This is an optimization exercise on Yosys and OpenROAD, whose aim is small area, a short achievable clock period and few clock cycles per item, not a production implementation. Only simulation tests tie the RTL to the original design; equivalence was not proved. Power figures rest on the tool's default switching activity, not on a simulated workload.

==> design.v <==
`default_nettype none
package rbm_pkg;
    localparam int NUM_VISIBLE = 16;
    localparam int NUM_HIDDEN  = 16;
    localparam logic [15:0] LFSR_SEED_BASE = 16'hACE1;
    function automatic logic [7:0] thr_offset(input logic [15:0] l);
        logic [9:0] r7;
        logic [9:0] r9;
        logic [9:0] r10;
        logic [9:0] t;
        r7  = {1'b0, l[15:7]};
        r9  = {3'b0, l[15:9]};
        r10 = {4'b0, l[15:10]};
        if (l[15:8] < 8'd21) begin           
            t = 10'd207 - r7;
        end else if (l[15:8] < 8'd64) begin  
            t = 10'd175 - r9;
        end else if (l[15:8] < 8'd188) begin  
            t = 10'd159 - r10;
        end else if (l[15:8] < 8'd234) begin  
            t = 10'd207 - r9;
            if (t > 10'd112) t = 10'd112;
        end else begin                        
            t = 10'd559 - r7;
            if (t > 10'd90) t = 10'd90;
        end
        thr_offset = t[7:0];
    endfunction
endpackage
`default_nettype wire
`timescale 1ns/100ps
`default_nettype none
module rbm_sequencer (
    input  wire            clk,
    input  wire            reset_n,
    input  wire            start,
    input  wire  [15:0]    hidden,
    input  wire            param_we,
    input  wire  [16:0]    param,
    output logic           busy,
    output logic [2047:0]  ring_q,
    output logic [15:0]    gate,
    output logic [127:0]   bias_q,
    output logic           v1,
    output logic           v2,
    output logic           v3
);
    logic [3:0]   pos;
    logic         clr;
    logic         pend;
    logic         wb;
    logic [3:0]   p_row;
    logic [3:0]   p_col;
    logic [7:0]   p_data;
    logic accept;
    logic wacc;
    logic hit;
    logic pend_next;
    logic clr_next;
    assign accept = start & ~busy;
    assign wacc   = param_we & ~busy;
    assign hit       = pend & (p_col == ~pos);
    assign pend_next = pend ? ~hit : (wacc & ~param[16]);
    assign clr_next  = clr & ~(pos == 4'd15);
    always_ff @(posedge clk or negedge reset_n) begin
        if (!reset_n) begin
            pos  <= '0;
            clr  <= 1'b1;
            busy <= 1'b1;
            pend <= 1'b0;
            wb   <= 1'b0;
            v1   <= 1'b0;
            v2   <= 1'b0;
            v3   <= 1'b0;
        end else begin
            pos  <= pos + 4'd1;
            clr  <= clr_next;
            busy <= clr_next | pend_next;
            pend <= pend_next;
            wb   <= wacc & param[16];
            v1   <= accept;
            v2   <= v1;
            v3   <= v2;
        end
    end
    always_ff @(posedge clk) begin
        if (!pend) begin
            p_row  <= param[15:12];
            p_col  <= param[11:8];
            p_data <= param[7:0];
        end
    end
    for (genvar k = 0; k < 16; k++) begin : g_bias
        always_ff @(posedge clk or negedge reset_n) begin
            if (!reset_n) begin
                bias_q[8*k +: 8] <= '0;
            end else if (wb && p_row == 4'(k)) begin
                bias_q[8*k +: 8] <= p_data;
            end
        end
    end
    for (genvar k = 0; k < 16; k++) begin : g_lane
        logic sel;
        assign sel = clr | (hit & (p_row == 4'(k)));
        always_ff @(posedge clk) begin
            ring_q[8*k +: 8] <= sel ? (clr ? 8'd0 : p_data) : ring_q[128*15 + 8*k +: 8];
        end
    end
    always_ff @(posedge clk) begin
        ring_q[2047:128] <= ring_q[1919:0];
    end
    always_ff @(posedge clk) begin
        for (int s = 0; s < 16; s++) begin
            gate[s] <= hidden[4'(s) + ~pos];
        end
    end
endmodule
`default_nettype wire
`timescale 1ns/100ps
`default_nettype none
module rbm_tree_s1 (
    input  wire [143:0] op,
    output wire [47:0] p1
);
    wire fa0_s, fa0_c;
    assign fa0_s = op[0] ^ op[8] ^ op[16];
    assign fa0_c = (op[0] & op[8]) | (op[0] & op[16]) | (op[8] & op[16]);
    wire fa1_s, fa1_c;
    assign fa1_s = op[24] ^ op[32] ^ op[40];
    assign fa1_c = (op[24] & op[32]) | (op[24] & op[40]) | (op[32] & op[40]);
    wire fa2_s, fa2_c;
    assign fa2_s = op[48] ^ op[56] ^ op[64];
    assign fa2_c = (op[48] & op[56]) | (op[48] & op[64]) | (op[56] & op[64]);
    wire fa3_s, fa3_c;
    assign fa3_s = op[72] ^ op[80] ^ op[88];
    assign fa3_c = (op[72] & op[80]) | (op[72] & op[88]) | (op[80] & op[88]);
    wire fa4_s, fa4_c;
    assign fa4_s = op[96] ^ op[104] ^ op[112];
    assign fa4_c = (op[96] & op[104]) | (op[96] & op[112]) | (op[104] & op[112]);
    wire fa5_s, fa5_c;
    assign fa5_s = op[120] ^ op[128] ^ op[136];
    assign fa5_c = (op[120] & op[128]) | (op[120] & op[136]) | (op[128] & op[136]);
    wire fa6_s, fa6_c;
    assign fa6_s = op[1] ^ op[9] ^ op[17];
    assign fa6_c = (op[1] & op[9]) | (op[1] & op[17]) | (op[9] & op[17]);
    wire fa7_s, fa7_c;
    assign fa7_s = op[25] ^ op[33] ^ op[41];
    assign fa7_c = (op[25] & op[33]) | (op[25] & op[41]) | (op[33] & op[41]);
    wire fa8_s, fa8_c;
    assign fa8_s = op[49] ^ op[57] ^ op[65];
    assign fa8_c = (op[49] & op[57]) | (op[49] & op[65]) | (op[57] & op[65]);
    wire fa9_s, fa9_c;
    assign fa9_s = op[73] ^ op[81] ^ op[89];
    assign fa9_c = (op[73] & op[81]) | (op[73] & op[89]) | (op[81] & op[89]);
    wire fa10_s, fa10_c;
    assign fa10_s = op[97] ^ op[105] ^ op[113];
    assign fa10_c = (op[97] & op[105]) | (op[97] & op[113]) | (op[105] & op[113]);
    wire fa11_s, fa11_c;
    assign fa11_s = op[121] ^ op[129] ^ op[137];
    assign fa11_c = (op[121] & op[129]) | (op[121] & op[137]) | (op[129] & op[137]);
    wire fa12_s, fa12_c;
    assign fa12_s = op[2] ^ op[10] ^ op[18];
    assign fa12_c = (op[2] & op[10]) | (op[2] & op[18]) | (op[10] & op[18]);
    wire fa13_s, fa13_c;
    assign fa13_s = op[26] ^ op[34] ^ op[42];
    assign fa13_c = (op[26] & op[34]) | (op[26] & op[42]) | (op[34] & op[42]);
    wire fa14_s, fa14_c;
    assign fa14_s = op[50] ^ op[58] ^ op[66];
    assign fa14_c = (op[50] & op[58]) | (op[50] & op[66]) | (op[58] & op[66]);
    wire fa15_s, fa15_c;
    assign fa15_s = op[74] ^ op[82] ^ op[90];
    assign fa15_c = (op[74] & op[82]) | (op[74] & op[90]) | (op[82] & op[90]);
    wire fa16_s, fa16_c;
    assign fa16_s = op[98] ^ op[106] ^ op[114];
    assign fa16_c = (op[98] & op[106]) | (op[98] & op[114]) | (op[106] & op[114]);
    wire fa17_s, fa17_c;
    assign fa17_s = op[122] ^ op[130] ^ op[138];
    assign fa17_c = (op[122] & op[130]) | (op[122] & op[138]) | (op[130] & op[138]);
    wire fa18_s, fa18_c;
    assign fa18_s = op[3] ^ op[11] ^ op[19];
    assign fa18_c = (op[3] & op[11]) | (op[3] & op[19]) | (op[11] & op[19]);
    wire fa19_s, fa19_c;
    assign fa19_s = op[27] ^ op[35] ^ op[43];
    assign fa19_c = (op[27] & op[35]) | (op[27] & op[43]) | (op[35] & op[43]);
    wire fa20_s, fa20_c;
    assign fa20_s = op[51] ^ op[59] ^ op[67];
    assign fa20_c = (op[51] & op[59]) | (op[51] & op[67]) | (op[59] & op[67]);
    wire fa21_s, fa21_c;
    assign fa21_s = op[75] ^ op[83] ^ op[91];
    assign fa21_c = (op[75] & op[83]) | (op[75] & op[91]) | (op[83] & op[91]);
    wire fa22_s, fa22_c;
    assign fa22_s = op[99] ^ op[107] ^ op[115];
    assign fa22_c = (op[99] & op[107]) | (op[99] & op[115]) | (op[107] & op[115]);
    wire fa23_s, fa23_c;
    assign fa23_s = op[123] ^ op[131] ^ op[139];
    assign fa23_c = (op[123] & op[131]) | (op[123] & op[139]) | (op[131] & op[139]);
    wire fa24_s, fa24_c;
    assign fa24_s = op[4] ^ op[12] ^ op[20];
    assign fa24_c = (op[4] & op[12]) | (op[4] & op[20]) | (op[12] & op[20]);
    wire fa25_s, fa25_c;
    assign fa25_s = op[28] ^ op[36] ^ op[44];
    assign fa25_c = (op[28] & op[36]) | (op[28] & op[44]) | (op[36] & op[44]);
    wire fa26_s, fa26_c;
    assign fa26_s = op[52] ^ op[60] ^ op[68];
    assign fa26_c = (op[52] & op[60]) | (op[52] & op[68]) | (op[60] & op[68]);
    wire fa27_s, fa27_c;
    assign fa27_s = op[76] ^ op[84] ^ op[92];
    assign fa27_c = (op[76] & op[84]) | (op[76] & op[92]) | (op[84] & op[92]);
    wire fa28_s, fa28_c;
    assign fa28_s = op[100] ^ op[108] ^ op[116];
    assign fa28_c = (op[100] & op[108]) | (op[100] & op[116]) | (op[108] & op[116]);
    wire fa29_s, fa29_c;
    assign fa29_s = op[124] ^ op[132] ^ op[140];
    assign fa29_c = (op[124] & op[132]) | (op[124] & op[140]) | (op[132] & op[140]);
    wire fa30_s, fa30_c;
    assign fa30_s = op[5] ^ op[13] ^ op[21];
    assign fa30_c = (op[5] & op[13]) | (op[5] & op[21]) | (op[13] & op[21]);
    wire fa31_s, fa31_c;
    assign fa31_s = op[29] ^ op[37] ^ op[45];
    assign fa31_c = (op[29] & op[37]) | (op[29] & op[45]) | (op[37] & op[45]);
    wire fa32_s, fa32_c;
    assign fa32_s = op[53] ^ op[61] ^ op[69];
    assign fa32_c = (op[53] & op[61]) | (op[53] & op[69]) | (op[61] & op[69]);
    wire fa33_s, fa33_c;
    assign fa33_s = op[77] ^ op[85] ^ op[93];
    assign fa33_c = (op[77] & op[85]) | (op[77] & op[93]) | (op[85] & op[93]);
    wire fa34_s, fa34_c;
    assign fa34_s = op[101] ^ op[109] ^ op[117];
    assign fa34_c = (op[101] & op[109]) | (op[101] & op[117]) | (op[109] & op[117]);
    wire fa35_s, fa35_c;
    assign fa35_s = op[125] ^ op[133] ^ op[141];
    assign fa35_c = (op[125] & op[133]) | (op[125] & op[141]) | (op[133] & op[141]);
    wire fa36_s, fa36_c;
    assign fa36_s = op[6] ^ op[14] ^ op[22];
    assign fa36_c = (op[6] & op[14]) | (op[6] & op[22]) | (op[14] & op[22]);
    wire fa37_s, fa37_c;
    assign fa37_s = op[30] ^ op[38] ^ op[46];
    assign fa37_c = (op[30] & op[38]) | (op[30] & op[46]) | (op[38] & op[46]);
    wire fa38_s, fa38_c;
    assign fa38_s = op[54] ^ op[62] ^ op[70];
    assign fa38_c = (op[54] & op[62]) | (op[54] & op[70]) | (op[62] & op[70]);
    wire fa39_s, fa39_c;
    assign fa39_s = op[78] ^ op[86] ^ op[94];
    assign fa39_c = (op[78] & op[86]) | (op[78] & op[94]) | (op[86] & op[94]);
    wire fa40_s, fa40_c;
    assign fa40_s = op[102] ^ op[110] ^ op[118];
    assign fa40_c = (op[102] & op[110]) | (op[102] & op[118]) | (op[110] & op[118]);
    wire fa41_s, fa41_c;
    assign fa41_s = op[126] ^ op[134] ^ op[142];
    assign fa41_c = (op[126] & op[134]) | (op[126] & op[142]) | (op[134] & op[142]);
    wire fa42_s, fa42_c;
    assign fa42_s = op[7] ^ op[15] ^ op[23];
    assign fa42_c = (op[7] & op[15]) | (op[7] & op[23]) | (op[15] & op[23]);
    wire fa43_s, fa43_c;
    assign fa43_s = op[31] ^ op[39] ^ op[47];
    assign fa43_c = (op[31] & op[39]) | (op[31] & op[47]) | (op[39] & op[47]);
    wire fa44_s, fa44_c;
    assign fa44_s = op[55] ^ op[63] ^ op[71];
    assign fa44_c = (op[55] & op[63]) | (op[55] & op[71]) | (op[63] & op[71]);
    wire fa45_s, fa45_c;
    assign fa45_s = op[79] ^ op[87] ^ op[95];
    assign fa45_c = (op[79] & op[87]) | (op[79] & op[95]) | (op[87] & op[95]);
    wire fa46_s, fa46_c;
    assign fa46_s = op[103] ^ op[111] ^ op[119];
    assign fa46_c = (op[103] & op[111]) | (op[103] & op[119]) | (op[111] & op[119]);
    wire fa47_s, fa47_c;
    assign fa47_s = op[127] ^ op[135] ^ op[143];
    assign fa47_c = (op[127] & op[135]) | (op[127] & op[143]) | (op[135] & op[143]);
    wire fa48_s, fa48_c;
    assign fa48_s = fa0_s ^ fa1_s ^ fa2_s;
    assign fa48_c = (fa0_s & fa1_s) | (fa0_s & fa2_s) | (fa1_s & fa2_s);
    wire fa49_s, fa49_c;
    assign fa49_s = fa3_s ^ fa4_s ^ fa5_s;
    assign fa49_c = (fa3_s & fa4_s) | (fa3_s & fa5_s) | (fa4_s & fa5_s);
    wire fa50_s, fa50_c;
    assign fa50_s = fa0_c ^ fa1_c ^ fa2_c;
    assign fa50_c = (fa0_c & fa1_c) | (fa0_c & fa2_c) | (fa1_c & fa2_c);
    wire fa51_s, fa51_c;
    assign fa51_s = fa3_c ^ fa4_c ^ fa5_c;
    assign fa51_c = (fa3_c & fa4_c) | (fa3_c & fa5_c) | (fa4_c & fa5_c);
    wire fa52_s, fa52_c;
    assign fa52_s = fa6_s ^ fa7_s ^ fa8_s;
    assign fa52_c = (fa6_s & fa7_s) | (fa6_s & fa8_s) | (fa7_s & fa8_s);
    wire fa53_s, fa53_c;
    assign fa53_s = fa9_s ^ fa10_s ^ fa11_s;
    assign fa53_c = (fa9_s & fa10_s) | (fa9_s & fa11_s) | (fa10_s & fa11_s);
    wire fa54_s, fa54_c;
    assign fa54_s = fa6_c ^ fa7_c ^ fa8_c;
    assign fa54_c = (fa6_c & fa7_c) | (fa6_c & fa8_c) | (fa7_c & fa8_c);
    wire fa55_s, fa55_c;
    assign fa55_s = fa9_c ^ fa10_c ^ fa11_c;
    assign fa55_c = (fa9_c & fa10_c) | (fa9_c & fa11_c) | (fa10_c & fa11_c);
    wire fa56_s, fa56_c;
    assign fa56_s = fa12_s ^ fa13_s ^ fa14_s;
    assign fa56_c = (fa12_s & fa13_s) | (fa12_s & fa14_s) | (fa13_s & fa14_s);
    wire fa57_s, fa57_c;
    assign fa57_s = fa15_s ^ fa16_s ^ fa17_s;
    assign fa57_c = (fa15_s & fa16_s) | (fa15_s & fa17_s) | (fa16_s & fa17_s);
    wire fa58_s, fa58_c;
    assign fa58_s = fa12_c ^ fa13_c ^ fa14_c;
    assign fa58_c = (fa12_c & fa13_c) | (fa12_c & fa14_c) | (fa13_c & fa14_c);
    wire fa59_s, fa59_c;
    assign fa59_s = fa15_c ^ fa16_c ^ fa17_c;
    assign fa59_c = (fa15_c & fa16_c) | (fa15_c & fa17_c) | (fa16_c & fa17_c);
    wire fa60_s, fa60_c;
    assign fa60_s = fa18_s ^ fa19_s ^ fa20_s;
    assign fa60_c = (fa18_s & fa19_s) | (fa18_s & fa20_s) | (fa19_s & fa20_s);
    wire fa61_s, fa61_c;
    assign fa61_s = fa21_s ^ fa22_s ^ fa23_s;
    assign fa61_c = (fa21_s & fa22_s) | (fa21_s & fa23_s) | (fa22_s & fa23_s);
    wire fa62_s, fa62_c;
    assign fa62_s = fa18_c ^ fa19_c ^ fa20_c;
    assign fa62_c = (fa18_c & fa19_c) | (fa18_c & fa20_c) | (fa19_c & fa20_c);
    wire fa63_s, fa63_c;
    assign fa63_s = fa21_c ^ fa22_c ^ fa23_c;
    assign fa63_c = (fa21_c & fa22_c) | (fa21_c & fa23_c) | (fa22_c & fa23_c);
    wire fa64_s, fa64_c;
    assign fa64_s = fa24_s ^ fa25_s ^ fa26_s;
    assign fa64_c = (fa24_s & fa25_s) | (fa24_s & fa26_s) | (fa25_s & fa26_s);
    wire fa65_s, fa65_c;
    assign fa65_s = fa27_s ^ fa28_s ^ fa29_s;
    assign fa65_c = (fa27_s & fa28_s) | (fa27_s & fa29_s) | (fa28_s & fa29_s);
    wire fa66_s, fa66_c;
    assign fa66_s = fa24_c ^ fa25_c ^ fa26_c;
    assign fa66_c = (fa24_c & fa25_c) | (fa24_c & fa26_c) | (fa25_c & fa26_c);
    wire fa67_s, fa67_c;
    assign fa67_s = fa27_c ^ fa28_c ^ fa29_c;
    assign fa67_c = (fa27_c & fa28_c) | (fa27_c & fa29_c) | (fa28_c & fa29_c);
    wire fa68_s, fa68_c;
    assign fa68_s = fa30_s ^ fa31_s ^ fa32_s;
    assign fa68_c = (fa30_s & fa31_s) | (fa30_s & fa32_s) | (fa31_s & fa32_s);
    wire fa69_s, fa69_c;
    assign fa69_s = fa33_s ^ fa34_s ^ fa35_s;
    assign fa69_c = (fa33_s & fa34_s) | (fa33_s & fa35_s) | (fa34_s & fa35_s);
    wire fa70_s, fa70_c;
    assign fa70_s = fa30_c ^ fa31_c ^ fa32_c;
    assign fa70_c = (fa30_c & fa31_c) | (fa30_c & fa32_c) | (fa31_c & fa32_c);
    wire fa71_s, fa71_c;
    assign fa71_s = fa33_c ^ fa34_c ^ fa35_c;
    assign fa71_c = (fa33_c & fa34_c) | (fa33_c & fa35_c) | (fa34_c & fa35_c);
    wire fa72_s, fa72_c;
    assign fa72_s = fa36_s ^ fa37_s ^ fa38_s;
    assign fa72_c = (fa36_s & fa37_s) | (fa36_s & fa38_s) | (fa37_s & fa38_s);
    wire fa73_s, fa73_c;
    assign fa73_s = fa39_s ^ fa40_s ^ fa41_s;
    assign fa73_c = (fa39_s & fa40_s) | (fa39_s & fa41_s) | (fa40_s & fa41_s);
    wire fa74_s, fa74_c;
    assign fa74_s = fa36_c ^ fa37_c ^ fa38_c;
    assign fa74_c = (fa36_c & fa37_c) | (fa36_c & fa38_c) | (fa37_c & fa38_c);
    wire fa75_s, fa75_c;
    assign fa75_s = fa39_c ^ fa40_c ^ fa41_c;
    assign fa75_c = (fa39_c & fa40_c) | (fa39_c & fa41_c) | (fa40_c & fa41_c);
    wire fa76_s, fa76_c;
    assign fa76_s = fa42_s ^ fa43_s ^ fa44_s;
    assign fa76_c = (fa42_s & fa43_s) | (fa42_s & fa44_s) | (fa43_s & fa44_s);
    wire fa77_s, fa77_c;
    assign fa77_s = fa45_s ^ fa46_s ^ fa47_s;
    assign fa77_c = (fa45_s & fa46_s) | (fa45_s & fa47_s) | (fa46_s & fa47_s);
    wire fa78_s, fa78_c;
    assign fa78_s = fa42_c ^ fa43_c ^ fa44_c;
    assign fa78_c = (fa42_c & fa43_c) | (fa42_c & fa44_c) | (fa43_c & fa44_c);
    wire fa79_s, fa79_c;
    assign fa79_s = fa45_c ^ fa46_c ^ fa47_c;
    assign fa79_c = (fa45_c & fa46_c) | (fa45_c & fa47_c) | (fa46_c & fa47_c);
    wire fa80_s, fa80_c;
    assign fa80_s = fa48_c ^ fa49_c ^ fa50_s;
    assign fa80_c = (fa48_c & fa49_c) | (fa48_c & fa50_s) | (fa49_c & fa50_s);
    wire fa81_s, fa81_c;
    assign fa81_s = fa51_s ^ fa52_s ^ fa53_s;
    assign fa81_c = (fa51_s & fa52_s) | (fa51_s & fa53_s) | (fa52_s & fa53_s);
    wire fa82_s, fa82_c;
    assign fa82_s = fa50_c ^ fa51_c ^ fa52_c;
    assign fa82_c = (fa50_c & fa51_c) | (fa50_c & fa52_c) | (fa51_c & fa52_c);
    wire fa83_s, fa83_c;
    assign fa83_s = fa53_c ^ fa54_s ^ fa55_s;
    assign fa83_c = (fa53_c & fa54_s) | (fa53_c & fa55_s) | (fa54_s & fa55_s);
    wire fa84_s, fa84_c;
    assign fa84_s = fa54_c ^ fa55_c ^ fa56_c;
    assign fa84_c = (fa54_c & fa55_c) | (fa54_c & fa56_c) | (fa55_c & fa56_c);
    wire fa85_s, fa85_c;
    assign fa85_s = fa57_c ^ fa58_s ^ fa59_s;
    assign fa85_c = (fa57_c & fa58_s) | (fa57_c & fa59_s) | (fa58_s & fa59_s);
    wire fa86_s, fa86_c;
    assign fa86_s = fa58_c ^ fa59_c ^ fa60_c;
    assign fa86_c = (fa58_c & fa59_c) | (fa58_c & fa60_c) | (fa59_c & fa60_c);
    wire fa87_s, fa87_c;
    assign fa87_s = fa61_c ^ fa62_s ^ fa63_s;
    assign fa87_c = (fa61_c & fa62_s) | (fa61_c & fa63_s) | (fa62_s & fa63_s);
    wire fa88_s, fa88_c;
    assign fa88_s = fa62_c ^ fa63_c ^ fa64_c;
    assign fa88_c = (fa62_c & fa63_c) | (fa62_c & fa64_c) | (fa63_c & fa64_c);
    wire fa89_s, fa89_c;
    assign fa89_s = fa65_c ^ fa66_s ^ fa67_s;
    assign fa89_c = (fa65_c & fa66_s) | (fa65_c & fa67_s) | (fa66_s & fa67_s);
    wire fa90_s, fa90_c;
    assign fa90_s = fa66_c ^ fa67_c ^ fa68_c;
    assign fa90_c = (fa66_c & fa67_c) | (fa66_c & fa68_c) | (fa67_c & fa68_c);
    wire fa91_s, fa91_c;
    assign fa91_s = fa69_c ^ fa70_s ^ fa71_s;
    assign fa91_c = (fa69_c & fa70_s) | (fa69_c & fa71_s) | (fa70_s & fa71_s);
    wire fa92_s, fa92_c;
    assign fa92_s = fa70_c ^ fa71_c ^ fa72_c;
    assign fa92_c = (fa70_c & fa71_c) | (fa70_c & fa72_c) | (fa71_c & fa72_c);
    wire fa93_s, fa93_c;
    assign fa93_s = fa73_c ^ fa74_s ^ fa75_s;
    assign fa93_c = (fa73_c & fa74_s) | (fa73_c & fa75_s) | (fa74_s & fa75_s);
    wire fa94_s, fa94_c;
    assign fa94_s = fa74_c ^ fa75_c ^ fa76_c;
    assign fa94_c = (fa74_c & fa75_c) | (fa74_c & fa76_c) | (fa75_c & fa76_c);
    wire fa95_s, fa95_c;
    assign fa95_s = fa77_c ^ fa78_s ^ fa79_s;
    assign fa95_c = (fa77_c & fa78_s) | (fa77_c & fa79_s) | (fa78_s & fa79_s);
    assign p1 = {fa79_c, fa78_c, fa95_c, fa94_c, fa95_s, fa94_s, fa93_c, fa92_c, fa77_s, fa76_s, fa93_s, fa92_s, fa91_c, fa90_c, fa73_s, fa72_s, fa91_s, fa90_s, fa89_c, fa88_c, fa69_s, fa68_s, fa89_s, fa88_s, fa87_c, fa86_c, fa65_s, fa64_s, fa87_s, fa86_s, fa85_c, fa84_c, fa61_s, fa60_s, fa85_s, fa84_s, fa83_c, fa82_c, fa57_s, fa56_s, fa83_s, fa82_s, fa81_c, fa80_c, fa81_s, fa80_s, fa49_s, fa48_s};
endmodule
module rbm_tree_s2 (
    input  wire [47:0] p1_q,
    output wire [21:0] p2
);
    wire fa96_s, fa96_c;
    assign fa96_s = p1_q[4] ^ p1_q[5] ^ p1_q[6];
    assign fa96_c = (p1_q[4] & p1_q[5]) | (p1_q[4] & p1_q[6]) | (p1_q[5] & p1_q[6]);
    wire fa97_s, fa97_c;
    assign fa97_s = p1_q[7] ^ p1_q[8] ^ p1_q[9];
    assign fa97_c = (p1_q[7] & p1_q[8]) | (p1_q[7] & p1_q[9]) | (p1_q[8] & p1_q[9]);
    wire fa98_s, fa98_c;
    assign fa98_s = p1_q[10] ^ p1_q[11] ^ p1_q[12];
    assign fa98_c = (p1_q[10] & p1_q[11]) | (p1_q[10] & p1_q[12]) | (p1_q[11] & p1_q[12]);
    wire fa99_s, fa99_c;
    assign fa99_s = p1_q[13] ^ p1_q[14] ^ p1_q[15];
    assign fa99_c = (p1_q[13] & p1_q[14]) | (p1_q[13] & p1_q[15]) | (p1_q[14] & p1_q[15]);
    wire fa100_s, fa100_c;
    assign fa100_s = p1_q[16] ^ p1_q[17] ^ p1_q[18];
    assign fa100_c = (p1_q[16] & p1_q[17]) | (p1_q[16] & p1_q[18]) | (p1_q[17] & p1_q[18]);
    wire fa101_s, fa101_c;
    assign fa101_s = p1_q[19] ^ p1_q[20] ^ p1_q[21];
    assign fa101_c = (p1_q[19] & p1_q[20]) | (p1_q[19] & p1_q[21]) | (p1_q[20] & p1_q[21]);
    wire fa102_s, fa102_c;
    assign fa102_s = p1_q[22] ^ p1_q[23] ^ p1_q[24];
    assign fa102_c = (p1_q[22] & p1_q[23]) | (p1_q[22] & p1_q[24]) | (p1_q[23] & p1_q[24]);
    wire fa103_s, fa103_c;
    assign fa103_s = p1_q[25] ^ p1_q[26] ^ p1_q[27];
    assign fa103_c = (p1_q[25] & p1_q[26]) | (p1_q[25] & p1_q[27]) | (p1_q[26] & p1_q[27]);
    wire fa104_s, fa104_c;
    assign fa104_s = p1_q[28] ^ p1_q[29] ^ p1_q[30];
    assign fa104_c = (p1_q[28] & p1_q[29]) | (p1_q[28] & p1_q[30]) | (p1_q[29] & p1_q[30]);
    wire fa105_s, fa105_c;
    assign fa105_s = p1_q[31] ^ p1_q[32] ^ p1_q[33];
    assign fa105_c = (p1_q[31] & p1_q[32]) | (p1_q[31] & p1_q[33]) | (p1_q[32] & p1_q[33]);
    wire fa106_s, fa106_c;
    assign fa106_s = p1_q[34] ^ p1_q[35] ^ p1_q[36];
    assign fa106_c = (p1_q[34] & p1_q[35]) | (p1_q[34] & p1_q[36]) | (p1_q[35] & p1_q[36]);
    wire fa107_s, fa107_c;
    assign fa107_s = p1_q[37] ^ p1_q[38] ^ p1_q[39];
    assign fa107_c = (p1_q[37] & p1_q[38]) | (p1_q[37] & p1_q[39]) | (p1_q[38] & p1_q[39]);
    wire fa108_s, fa108_c;
    assign fa108_s = p1_q[40] ^ p1_q[41] ^ p1_q[42];
    assign fa108_c = (p1_q[40] & p1_q[41]) | (p1_q[40] & p1_q[42]) | (p1_q[41] & p1_q[42]);
    wire fa109_s, fa109_c;
    assign fa109_s = p1_q[44] ^ p1_q[45] ^ p1_q[46];
    assign fa109_c = (p1_q[44] & p1_q[45]) | (p1_q[44] & p1_q[46]) | (p1_q[45] & p1_q[46]);
    wire fa110_s, fa110_c;
    assign fa110_s = fa96_c ^ fa97_c ^ fa98_s;
    assign fa110_c = (fa96_c & fa97_c) | (fa96_c & fa98_s) | (fa97_c & fa98_s);
    wire fa111_s, fa111_c;
    assign fa111_s = fa98_c ^ fa99_c ^ fa100_s;
    assign fa111_c = (fa98_c & fa99_c) | (fa98_c & fa100_s) | (fa99_c & fa100_s);
    wire fa112_s, fa112_c;
    assign fa112_s = fa100_c ^ fa101_c ^ fa102_s;
    assign fa112_c = (fa100_c & fa101_c) | (fa100_c & fa102_s) | (fa101_c & fa102_s);
    wire fa113_s, fa113_c;
    assign fa113_s = fa102_c ^ fa103_c ^ fa104_s;
    assign fa113_c = (fa102_c & fa103_c) | (fa102_c & fa104_s) | (fa103_c & fa104_s);
    wire fa114_s, fa114_c;
    assign fa114_s = fa104_c ^ fa105_c ^ fa106_s;
    assign fa114_c = (fa104_c & fa105_c) | (fa104_c & fa106_s) | (fa105_c & fa106_s);
    wire fa115_s, fa115_c;
    assign fa115_s = fa106_c ^ fa107_c ^ fa108_s;
    assign fa115_c = (fa106_c & fa107_c) | (fa106_c & fa108_s) | (fa107_c & fa108_s);
    wire fa116_s, fa116_c;
    assign fa116_s = fa108_c ^ fa109_s ^ p1_q[47];
    assign fa116_c = (fa108_c & fa109_s) | (fa108_c & p1_q[47]) | (fa109_s & p1_q[47]);
    wire fa117_s, fa117_c;
    assign fa117_s = fa110_c ^ fa111_s ^ fa101_s;
    assign fa117_c = (fa110_c & fa111_s) | (fa110_c & fa101_s) | (fa111_s & fa101_s);
    wire fa118_s, fa118_c;
    assign fa118_s = fa111_c ^ fa112_s ^ fa103_s;
    assign fa118_c = (fa111_c & fa112_s) | (fa111_c & fa103_s) | (fa112_s & fa103_s);
    wire fa119_s, fa119_c;
    assign fa119_s = fa112_c ^ fa113_s ^ fa105_s;
    assign fa119_c = (fa112_c & fa113_s) | (fa112_c & fa105_s) | (fa113_s & fa105_s);
    wire fa120_s, fa120_c;
    assign fa120_s = fa113_c ^ fa114_s ^ fa107_s;
    assign fa120_c = (fa113_c & fa114_s) | (fa113_c & fa107_s) | (fa114_s & fa107_s);
    wire fa121_s, fa121_c;
    assign fa121_s = fa114_c ^ fa115_s ^ p1_q[43];
    assign fa121_c = (fa114_c & fa115_s) | (fa114_c & p1_q[43]) | (fa115_s & p1_q[43]);
    assign p2 = {fa109_c, fa116_c, fa116_s, fa115_c, fa121_c, fa121_s, fa120_c, fa120_s, fa119_c, fa119_s, fa118_c, fa118_s, fa117_c, fa117_s, fa99_s, fa110_s, fa97_s, fa96_s, p1_q[3], p1_q[2], p1_q[1], p1_q[0]};
endmodule
module rbm_tree_s3 (
    input  wire [21:0] p2_q,
    output wire [12:0] sum_a,
    output wire [12:0] sum_b
);
    wire ha0_s, ha0_c;
    assign ha0_s = p2_q[17] ^ p2_q[18];
    assign ha0_c = p2_q[17] & p2_q[18];
    wire ha1_s, ha1_c;
    assign ha1_s = p2_q[20] ^ p2_q[21];
    assign ha1_c = p2_q[20] & p2_q[21];
    assign sum_a = {1'b0, ha1_c, ha0_c, ha0_s, p2_q[15], p2_q[13], p2_q[11], p2_q[9], p2_q[8], p2_q[6], p2_q[4], p2_q[2], p2_q[0]};
    assign sum_b = {1'b0, 1'b0, ha1_s, p2_q[19], p2_q[16], p2_q[14], p2_q[12], p2_q[10], 1'b0, p2_q[7], p2_q[5], p2_q[3], p2_q[1]};
endmodule
module visible_unit #(
    parameter int UNIT_INDEX = 0
) (
    input  wire          clk,
    input  wire          reset_n,
    input  wire  [127:0] wring,
    input  wire  [15:0]  gate,
    input  wire  [7:0]   bias,
    input  wire          v1,
    output logic         sample
);
    localparam logic [15:0] SEED =
        rbm_pkg::LFSR_SEED_BASE ^ 16'(UNIT_INDEX);
    localparam logic [7:0] SEED_THR = rbm_pkg::thr_offset(SEED);
    logic [15:0] lfsr;
    logic [15:0] lfsr_next;
    logic [7:0]  thr;
    logic        never;
    assign lfsr_next = {lfsr[14:0], lfsr[15] ^ lfsr[13] ^ lfsr[12] ^ lfsr[10]};
    always_ff @(posedge clk or negedge reset_n) begin
        if (!reset_n) begin
            lfsr  <= SEED;
            thr   <= SEED_THR;
            never <= 1'b0;
        end else if (v1) begin
            lfsr  <= lfsr_next;
            thr   <= rbm_pkg::thr_offset(lfsr_next);
            never <= &lfsr_next;
        end
    end
    logic [144-1:0] op;
    logic [12:0]     sum_a, sum_b;
    logic [13:0]     total;
    logic [47:0] p1;
    logic [47:0] p1_q;
    logic           never1_q;
    logic [21:0] p2;
    logic [21:0] p2_q;
    logic           never2_q;
    for (genvar s = 0; s < 16; s++) begin : g_op
        assign op[8*s +: 8] = {~(gate[s] & wring[8*s+7]), wring[8*s +: 7] & {7{gate[s]}}};
    end
    assign op[128 +: 8] = {~bias[7], bias[6:0]};
    assign op[136 +: 8] = thr;
    rbm_tree_s1 u_s1 (
        .op (op),
        .p1 (p1)
    );
    always_ff @(posedge clk) begin
        p1_q     <= p1;
        never1_q <= never;
    end
    rbm_tree_s2 u_s2 (
        .p1_q (p1_q),
        .p2 (p2)
    );
    always_ff @(posedge clk) begin
        p2_q     <= p2;
        never2_q <= never1_q;
    end
    rbm_tree_s3 u_s3 (
        .p2_q (p2_q),
        .sum_a (sum_a),
        .sum_b (sum_b)
    );
    assign total  = 14'(sum_a) + 14'(sum_b) + 14'h1700;
    assign sample = total[13] & ~never2_q;
endmodule
`default_nettype wire
`timescale 1ns/100ps
`default_nettype none
module sample_collector (
    input  wire         clk,
    input  wire         reset_n,
    input  wire  [15:0] sample,
    input  wire         v2,
    output logic [15:0] visible,
    output logic        done
);
    always_ff @(posedge clk or negedge reset_n) begin
        if (!reset_n) begin
            visible <= '0;
            done    <= 1'b0;
        end else begin
            done <= v2;
            if (v2) begin
                visible <= sample;
            end
        end
    end
endmodule
`default_nettype wire
`timescale 1ns/100ps
`default_nettype none
module rbm_recon (
    input  wire          clk,
    input  wire          reset_n,
    input  wire          start,
    input  wire  [15:0]  hidden,
    input  wire          param_we,
    input  wire  [16:0]  param,
    output logic         busy,
    output logic         done,
    output logic [15:0]  visible
);
    logic [2047:0] ring_q;
    logic [15:0]   gate;
    logic [127:0]  bias_q;
    logic          v1;
    logic          v2;
    logic          v3;
    logic [15:0]   sample;
    rbm_sequencer u_sequencer (
        .clk      (clk),
        .reset_n  (reset_n),
        .start    (start),
        .hidden   (hidden),
        .param_we (param_we),
        .param    (param),
        .busy     (busy),
        .ring_q   (ring_q),
        .gate     (gate),
        .bias_q   (bias_q),
        .v1       (v1),
        .v2       (v2),
        .v3       (v3)
    );
    for (genvar k = 0; k < 16; k++) begin : g_unit
        logic [127:0] wring;
        for (genvar s = 0; s < 16; s++) begin : g_s
            assign wring[8*s +: 8] = ring_q[128*s + 8*k +: 8];
        end
        visible_unit #(
            .UNIT_INDEX (k)
        ) u_unit (
            .clk     (clk),
            .reset_n (reset_n),
            .wring   (wring),
            .gate    (gate),
            .bias    (bias_q[8*k +: 8]),
            .v1      (v1),
            .sample  (sample[k])
        );
    end
    sample_collector u_collector (
        .clk     (clk),
        .reset_n (reset_n),
        .sample  (sample),
        .v2      (v3),
        .visible (visible),
        .done    (done)
    );
endmodule
`default_nettype wire
==> flow/run.sh <==
#!/bin/bash
# The standard layout, with one netlist pass between synthesis and
# floorplan: flow/fapol_opt.py re-chooses the polarity of each full adder
# (a full adder is self-dual) and of and2/nand2-type gates so that fewer
# inverters are needed. Registers, ports and all other cells are unchanged.
set -euo pipefail
R=orfs/results/sky130hd/rbm_recon/base
bash standard.sh synth > synth.log 2>&1
cp "$R/1_2_yosys.v" "$R/1_2_yosys_std.v"
python3 flow/fapol_opt.py "$R/1_2_yosys_std.v" "$R/1_2_yosys.v" > fapol.log 2>&1
rm -f "$R/1_synth.odb" "$R/1_synth.sdc"
bash standard.sh finish > layout.log 2>&1
==> flow/fapol_opt.py <==
#!/usr/bin/env python3
"""Re-choose full-adder polarities in a flat sky130 gate netlist.

A full adder is self-dual: FA(~a, ~b, ~c) = (~sum, ~cout). Yosys's adder
extraction picks each adder's polarity on its own, leaving inverters between
adders. This removes every logic inverter, chooses for each adder whether it
works on true or complemented signals (and for each and2/nand2, or2/nor2,
xor2/xnor2 which of the pair it is), and puts back one inverter per signal
that some load still needs complemented. Registers, ports and every other
cell keep their function.

Usage: fapol_opt.py IN.v OUT.v
"""
import re
import sys
import random
from collections import defaultdict

FA_TYPES = {"sky130_fd_sc_hd__fa_1", "sky130_fd_sc_hd__fa_2", "sky130_fd_sc_hd__fa_4"}
INV_RE = re.compile(r"^sky130_fd_sc_hd__inv_\d+$")
OUT_PINS = {"X", "Y", "Q", "Q_N", "SUM", "COUT", "HI", "LO"}
# swappable 2-input gates: type -> (complement type, out pin, complement out pin, area delta)
AREA = {
    "and2_1": 6.256, "nand2_1": 3.7536, "or2_1": 6.256, "nor2_1": 3.7536,
    "xor2_1": 8.7584, "xnor2_1": 8.7584, "and2_0": 6.256, "or2_0": 6.256,
}
SWAP = {
    "sky130_fd_sc_hd__and2_1": ("sky130_fd_sc_hd__nand2_1", "X", "Y"),
    "sky130_fd_sc_hd__and2_0": ("sky130_fd_sc_hd__nand2_1", "X", "Y"),
    "sky130_fd_sc_hd__nand2_1": ("sky130_fd_sc_hd__and2_1", "Y", "X"),
    "sky130_fd_sc_hd__or2_1": ("sky130_fd_sc_hd__nor2_1", "X", "Y"),
    "sky130_fd_sc_hd__or2_0": ("sky130_fd_sc_hd__nor2_1", "X", "Y"),
    "sky130_fd_sc_hd__nor2_1": ("sky130_fd_sc_hd__or2_1", "Y", "X"),
    "sky130_fd_sc_hd__xor2_1": ("sky130_fd_sc_hd__xnor2_1", "X", "Y"),
    "sky130_fd_sc_hd__xnor2_1": ("sky130_fd_sc_hd__xor2_1", "Y", "X"),
}
INV_AREA = 3.7536


def short(t):
    return t.replace("sky130_fd_sc_hd__", "")


def main():
    src = open(sys.argv[1]).read()
    m = re.search(r"^module\s+(\S+)\s*\((.*?)\);", src, re.S | re.M)
    head_end = m.end()
    end = src.rindex("endmodule")
    body = src[head_end:end]
    # Declarations and cells
    cell_re = re.compile(r"^\s*(sky130_fd_sc_hd__\w+)\s+(\S+)\s*\((.*?)\);\s*$", re.S | re.M)
    pin_re = re.compile(r"\.(\w+)\(\s*(.*?)\s*\)(?=\s*,|\s*$)", re.S)
    cells = []
    decl_lines = []
    pos = 0
    for cm in cell_re.finditer(body):
        decl_lines.append(body[pos:cm.start()])
        pos = cm.end()
        typ, name, pins = cm.group(1), cm.group(2), cm.group(3)
        pm = []
        for p, n in pin_re.findall(pins):
            pm.append((p, n.strip()))
        cells.append([typ, name, pm])
    tail = body[pos:]
    decls = "".join(decl_lines) + tail
    if "assign" in decls:
        sys.exit("netlist has assign statements; not handled")
    ports = set()
    for dm in re.finditer(r"^\s*(input|output|inout)\s+(?:\[[^\]]*\]\s*)?(\S+)\s*;", decls, re.M):
        ports.add(dm.group(2))

    def is_port(net):
        base = net.split("[")[0] if not net.startswith("\\") else net
        return net in ports or base in ports

    driver = {}
    for ci, (typ, name, pm) in enumerate(cells):
        for p, n in pm:
            if p in OUT_PINS:
                driver[n] = (ci, p)
    # Removable inverters
    removable = set()
    for ci, (typ, name, pm) in enumerate(cells):
        if INV_RE.match(typ):
            d = dict(pm)
            if not is_port(d["Y"]) and not d["A"].startswith("1'b"):
                removable.add(ci)

    memo = {}

    def base(net):
        if net in memo:
            return memo[net]
        d = driver.get(net)
        if d is not None and d[0] in removable:
            b, par = base(dict(cells[d[0]][2])["A"])
            r = (b, par ^ 1)
        else:
            r = (net, 0)
        memo[net] = r
        return r

    # Variables
    var_of_cell = {}
    nvar = 0
    for ci, (typ, name, pm) in enumerate(cells):
        if typ in FA_TYPES or typ in SWAP:
            var_of_cell[ci] = nvar
            nvar += 1
    # Base nets: driver variable; consumers
    cons = defaultdict(list)  # base net -> list of (ci, pin, par, var or None)
    for ci, (typ, name, pm) in enumerate(cells):
        if ci in removable:
            continue
        for p, n in pm:
            if p in OUT_PINS or n.startswith("1'b") or n == "":
                continue
            b, par = base(n)
            v = var_of_cell.get(ci) if typ in FA_TYPES else None
            cons[b].append((ci, p, par, v))
    # Output ports as consumers needing the true value of their own net
    fixed_base = set()
    for b in list(cons.keys()) + list(driver.keys()):
        if is_port(b):
            fixed_base.add(b)
    base_var = {}
    for b in cons:
        d = driver.get(b)
        if d is not None and d[0] in var_of_cell and b not in fixed_base:
            base_var[b] = var_of_cell[d[0]]
    pinned = set()
    for b in fixed_base:
        d = driver.get(b)
        if d is not None and d[0] in var_of_cell:
            pinned.add(var_of_cell[d[0]])
    # Also any cell with a variable that drives a base with no recorded consumers
    # (e.g. dangling) is harmless.
    pol = [0] * nvar
    var_cell = {v: ci for ci, v in var_of_cell.items()}
    # Which bases each variable touches
    touch = defaultdict(set)
    for b, lst in cons.items():
        if b in base_var:
            touch[base_var[b]].add(b)
        for (_, _, _, v) in lst:
            if v is not None:
                touch[v].add(b)

    def swap_cost(v):
        ci = var_cell[v]
        typ = cells[ci][0]
        if typ not in SWAP or pol[v] == 0:
            return 0.0
        return AREA.get(short(SWAP[typ][0]), 6.256) - AREA.get(short(typ), 6.256)

    swap_base = {}
    for b, v in base_var.items():
        if cells[var_cell[v]][0] in SWAP:
            swap_base[b] = v

    def need(b, d):
        for (_, _, par, v) in cons[b]:
            r = par ^ (pol[v] if v is not None else 0)
            if r != d:
                return True
        return False

    def swap_delta(v):
        typ = cells[var_cell[v]][0]
        return AREA.get(short(SWAP[typ][0]), 6.256) - AREA.get(short(typ), 6.256)

    def base_cost(b):
        if b in swap_base:
            v = swap_base[b]
            c0 = INV_AREA if need(b, 0) else 0.0
            c1 = (INV_AREA if need(b, 1) else 0.0) + swap_delta(v)
            return min(c0, c1)
        d = pol[base_var[b]] if b in base_var else 0
        return INV_AREA if need(b, d) else 0.0

    def settle_swaps():
        for b, v in swap_base.items():
            c0 = INV_AREA if need(b, 0) else 0.0
            c1 = (INV_AREA if need(b, 1) else 0.0) + swap_delta(v)
            pol[v] = 1 if c1 < c0 - 1e-9 else 0

    def total():
        return sum(base_cost(b) for b in cons)

    start = total()
    rng = random.Random(1)
    order = [v for v in range(nvar) if v not in pinned and cells[var_cell[v]][0] in FA_TYPES]
    improved = True
    rounds = 0
    while improved and rounds < 50:
        improved = False
        rounds += 1
        rng.shuffle(order)
        for v in order:
            before = sum(base_cost(b) for b in touch[v])
            pol[v] ^= 1
            after = sum(base_cost(b) for b in touch[v])
            if after < before - 1e-9:
                improved = True
            else:
                pol[v] ^= 1
    # Annealing over adder polarities
    cur = total()
    best = cur
    best_pol = list(pol)
    T = 2.0
    steps = 40 * len(order)
    for k in range(steps):
        v = order[rng.randrange(len(order))]
        before = sum(base_cost(b) for b in touch[v])
        pol[v] ^= 1
        after = sum(base_cost(b) for b in touch[v])
        dlt = after - before
        if dlt <= 0 or rng.random() < pow(2.718281828, -dlt / T):
            cur += dlt
            if cur < best - 1e-9:
                best = cur
                best_pol = list(pol)
        else:
            pol[v] ^= 1
        T = max(0.05, 2.0 * (1 - k / steps))
    pol[:] = best_pol
    settle_swaps()
    end_cost = total()
    # Emit
    out_cells = []
    new_wires = []
    inv_net = {}
    ninv = 0

    def comp(b):
        nonlocal ninv
        if b not in inv_net:
            n = f"_fapol_n{ninv}_"
            inv_net[b] = n
            new_wires.append(n)
            out_cells.append(("sky130_fd_sc_hd__inv_1", f"_fapol_i{ninv}_", [("A", b), ("Y", n)]))
            ninv += 1
        return inv_net[b]

    for ci, (typ, name, pm) in enumerate(cells):
        if ci in removable:
            continue
        v = var_of_cell.get(ci)
        newtyp = typ
        newpm = []
        if typ in SWAP and v is not None and pol[v]:
            newtyp = SWAP[typ][0]
        for p, n in pm:
            if p in OUT_PINS:
                if typ in SWAP and v is not None and pol[v]:
                    p = SWAP[typ][2]
                newpm.append((p, n))
                continue
            if n.startswith("1'b") or n == "":
                newpm.append((p, n))
                continue
            b, par = base(n)
            d = pol[base_var[b]] if b in base_var else 0
            r = par ^ (pol[v] if (v is not None and typ in FA_TYPES) else 0)
            newpm.append((p, b if r == d else comp(b)))
        out_cells.append((newtyp, name, newpm))
    o = [src[:head_end]]
    o.append(decls.rstrip() + "\n")
    for w in new_wires:
        o.append(f"  wire {w};\n")
    for typ, name, pm in out_cells:
        pins = ",\n".join(f"    .{p}({n} )" for p, n in pm)
        o.append(f"  {typ} {name} (\n{pins}\n  );\n")
    o.append("endmodule\n")
    open(sys.argv[2], "w").write("".join(o))
    flipped_fa = sum(1 for v in range(nvar) if pol[v] and cells[var_cell[v]][0] in FA_TYPES)
    swapped = sum(1 for v in range(nvar) if pol[v] and cells[var_cell[v]][0] in SWAP)
    sys.stderr.write(
        f"fapol: {len(removable)} inverters removed, {ninv} added; "
        f"{flipped_fa} adders flipped, {swapped} gates swapped; "
        f"cost {start:.1f} -> {end_cost:.1f} um2 ({rounds} rounds)\n")


if __name__ == "__main__":
    main()
==> standard.sh <==
#!/bin/bash
# synth_recipe.tcl (not shown) runs the flow's synth.tcl, then flattens the netlist and writes it again
# the make line also repeats each setting of config.mk as NAME=value (left out here)
make -C /OpenROAD-flow-scripts/flow DESIGN_CONFIG=/design/flow/config.mk WORK_HOME=/design/flow/orfs CLKGATE_MAP_FILE= SYNTH_SCRIPT=/design/flow/synth_recipe.tcl "${@:-finish}"
==> config.mk <==
export PLATFORM = sky130hd
export DESIGN_NAME = rbm_recon
export DESIGN_NICKNAME = rbm_recon
export VERILOG_FILES = /design/flow/design.v
export SDC_FILE = /design/flow/constraint.sdc
export NUM_CORES = 4
export LEC_CHECK = 0
export ABC_CLOCK_PERIOD_IN_PS = 2700
export CAP_MARGIN = 20
export CORE_MARGIN = 2
export CORE_UTILIZATION = 55
export SETUP_SLACK_MARGIN = 4.2
export SLEW_MARGIN = 20
==> constraint.sdc <==
create_clock -name core_clock -period 7.0 [get_ports {clk}]
set_input_delay 1.4000 -clock core_clock [delete_from_list [all_inputs] [get_ports {clk}]]
set_output_delay 1.4000 -clock core_clock [all_outputs]
set_load 0.01 [all_outputs]
==> impl_metrics.env <==
export IMPL_drt_first_pass_iters=6
export IMPL_p_leak_nw=71.64
export IMPL_peakVddDrop_mv=0.2414
export IMPL_rsz0062_at_grt="yes"
export IMPL_drt_wl_total_mm=413.8
export IMPL_start_util=0.5543
export IMPL_postRouteAntennaNets=0
export IMPL_vias=88808
export IMPL_yosys_warnings=18
export IMPL_ctsHtreeMaxLevel=5
export IMPL_die_area_um2=283400
export IMPL_syn_mean_instance_area_um2=12.65
export IMPL_syn_num_nets=14417
export IMPL_avgRoutedWirePerCell_um=25.26
export IMPL_core_um2=277000
export IMPL_grt_usage=0.2808
export IMPL_finalHoldViolCount=0
export IMPL_antenna_found_initial=37
export IMPL_worstSetupEndpointType="primary output"
export IMPL_cts_hold_buf=0
export IMPL_period_share=0.4340
export IMPL_clockRootBuffer="clkbuf_16"
export IMPL_place_worst_setup_slack_ps=3033
export IMPL_numClockSinks=3788
export IMPL_power_density_nw_per_um2=353.7
export IMPL_grt_pass1_vias=95920
export IMPL_slew_headroom=0.2740
export IMPL_setup_violations=0
export IMPL_drv_cap=0
export IMPL_grt_max_degree=137
export IMPL_cp_slowest_stage_delay_ps=590
export IMPL_clock_insertion_delay_worst_skew_ps=950
export IMPL_fp_dieH_um=532.3
export IMPL_avgViaCountPerCell=5.421
export IMPL_arrival_ps=1640
export IMPL_period_needed_ps=3038
export IMPL_crit_buf_inv=1
export IMPL_fmax_mhz=329.2
export IMPL_finClkSkew_ps=38.41
export IMPL_gp_congestion=0.8436
export IMPL_drive_gt1_frac=0.1177
export IMPL_cpLargestDelayFamily="flip-flops"
export IMPL_synthToLayoutAreaGrowth_pct=13.73
export IMPL_status="no timing/DRC/antenna violations"
export IMPL_worst_pin_slew_ps=1089
export IMPL_grt_first_pass_wirelength_mm=596.3
export IMPL_hp_class="reg -> reg"
export IMPL_fin_nets=14601
export IMPL_die_w_um=532.3
export IMPL_cts_made_buffers=390
export IMPL_cpMaxStageDelayCell="dfstp_2"
export IMPL_crit_chain="buf_6"
export IMPL_slew_viol_final=0
export IMPL_path_max_fanout=2
export IMPL_setup_worst_path_start_class="flop"
export IMPL_ioPinCount=55
export IMPL_syn_area_um2=153500
export IMPL_cts_clk_slew_worst_paths_ps=60
export IMPL_drc=0
export IMPL_fin_ws_ps=3962
export IMPL_drt_iter0_markers=6804
export IMPL_synth_cells=12132
export IMPL_path_class="reg -> out"
export IMPL_tritoncts="done"
export IMPL_fp_row_count=193
export IMPL_gr_total_overflow=0
export IMPL_io_buffers=54
export IMPL_clock_path_buffers=4
export IMPL_fin_setup_tns_ps=0
export IMPL_hpwl_mm=222.7
export IMPL_crit_required_ps=5600
-- cell usage in the layout, fill, tap and decap left out, drive strengths merged, types with 220 or more instances in the layout --
master / n
dfxtp: 3216
nand2: 2011
fa: 1952
inv: 879
clkbuf: 618
and2: 400
dfrtp: 346
nor2: 331
o21ai: 298
ha: 296
mux2: 278
buf: 220
-- routing by layer --
layer / wire [µm] / track usage / vias to the layer above
met4: 16930 / 0.08494 / 6
met2: 197500 / 0.4692 / 2834
li1: - / - / 39052
met5: 47 / 0 / -
met3: 26380 / 0.03188 / 753
met1: 172900 / 0.3873 / 46163
-- stage by stage --
stage | area [µm²] | hold WS, ps | cells | util | total power (W)
5_1_grt | 174600 | 326.9 | 16371 | 0.6303 | 0.06489
6_report | 174600 | 312.7 | 16383 | 0.6304 | 0.06176
3_5_place_dp | 157800 | 312.1 | 15471 | 0.5697 | 0.04007
3_3_place_gp | 157800 | 310.8 | 15471 | 0.5697 | 0.03969
4_1_cts | 173300 | 318.7 | 16305 | 0.6256 | 0.06191
2_1_floorplan | 153500 | 309.6 | 12132 | - | 0.03565
-- path summary, 6_finish.rpt --
kind / cells after the start / from / end / slack, ps
min in group asynchronous: 1 / reset_n / g_unit[4].u_unit.lfsr[1]$_DFFE_PN0P_ / 460
worst min-delay path: 0 / g_unit[5].u_unit.never1_q$_DFF_P_ / g_unit[5].u_unit.never2_q$_DFF_P_ / 310
worst max-delay path: 1 / u_sequencer.busy$_DFF_PN1_ / busy / 3960
worst min register to register: 0 / g_unit[5].u_unit.never1_q$_DFF_P_ / g_unit[5].u_unit.never2_q$_DFF_P_ / 310
worst max register to register: 4 / u_sequencer.p_row[1]$_DFFE_PN_ / u_sequencer.bias_q[60]$_DFFE_PN0P_ / 4170
max in group asynchronous: 2 / reset_n / g_unit[15].u_unit.never$_DFFE_PN0P_ / 5010
-- power by group --
part | switching, W | internal, W | total, W | leakage, nW
clock network | 0.00875 | 0.0129 | 0.0216 | 6.66
registers | 0.00297 | 0.0250 | 0.0280 | 32.7
logic | 0.00696 | 0.00520 | 0.0122 | 32.2
total | 0.0187 | 0.0431 | 0.0618 | 71.6
-- sequential cells by signal, indices dropped and copies added, names as in the netlist, 4 cells and up --
signal,flops
g_unit.u_unit.never2_q,16
u_sequencer.ring_q,2048
u_collector.visible,16
g_unit.u_unit.p2_q,352
g_unit.u_unit.p1_q,768
u_sequencer.p_data,8
g_unit.u_unit.never1_q,16
u_sequencer.p_row,4
g_unit.u_unit.never,16
g_unit.u_unit.thr,128
u_sequencer.pos,4
g_unit.u_unit.lfsr,256
u_sequencer.gate,16
u_sequencer.bias_q,128
u_sequencer.p_col,4
-- cell type report --
cell class                      count  area [µm²]
Tap cell                         3705        4636
Inverter                          867        3273
Timing Repair Buffer              287        4513
Antenna cell                       23       57.56
Clock buffer                      587       11720
Clock inverter                    144        1803
Sequential cell                  3788       79130
Fill cell                       21071      102400
Multi-Input combinational cell   6982       69460
-- what timing repair did --
item | CTS | global route
gates cloned | 17 | 33
pin swaps | 6 | 4
buffers inserted | 86 | 22
resized for setup | 150 | 58
setup endpoints to repair | 921 | 225
Testbench counts, summed over its fixed seeds: cycles 1,072, items 1,024.

==> static timing again, ports no longer ideal <==
In the flow no input, the clock included, has a driving cell. The finished layout below was timed again as built, in two steps. Step 1 sets driving cells, clkbuf_16 on the clock port and buf_2 on the other inputs (assumed; they add their load-dependent delay and slew). Step 2 times the ports against the registers' clock, not the clock port: input delays grow and output delays shrink by t, the midpoint of the rising clock arrivals with the driver on. Three values: ideal, step 1, step 2; two values: the first two.
shift t [ns]: 1.026
slack for setup (ns): 3.962 / 3.863 / 3.845
hold WS [ns]: 0.313 / 0.313 / 0.313
worst data-port slew with drivers (ns): 0.05
pins driven straight from the clock port: 1
After both steps setup and hold are still met in this run. For this run, drivers alone change the setup slack by -0.099 ns; drivers and shift together by -0.117 ns.
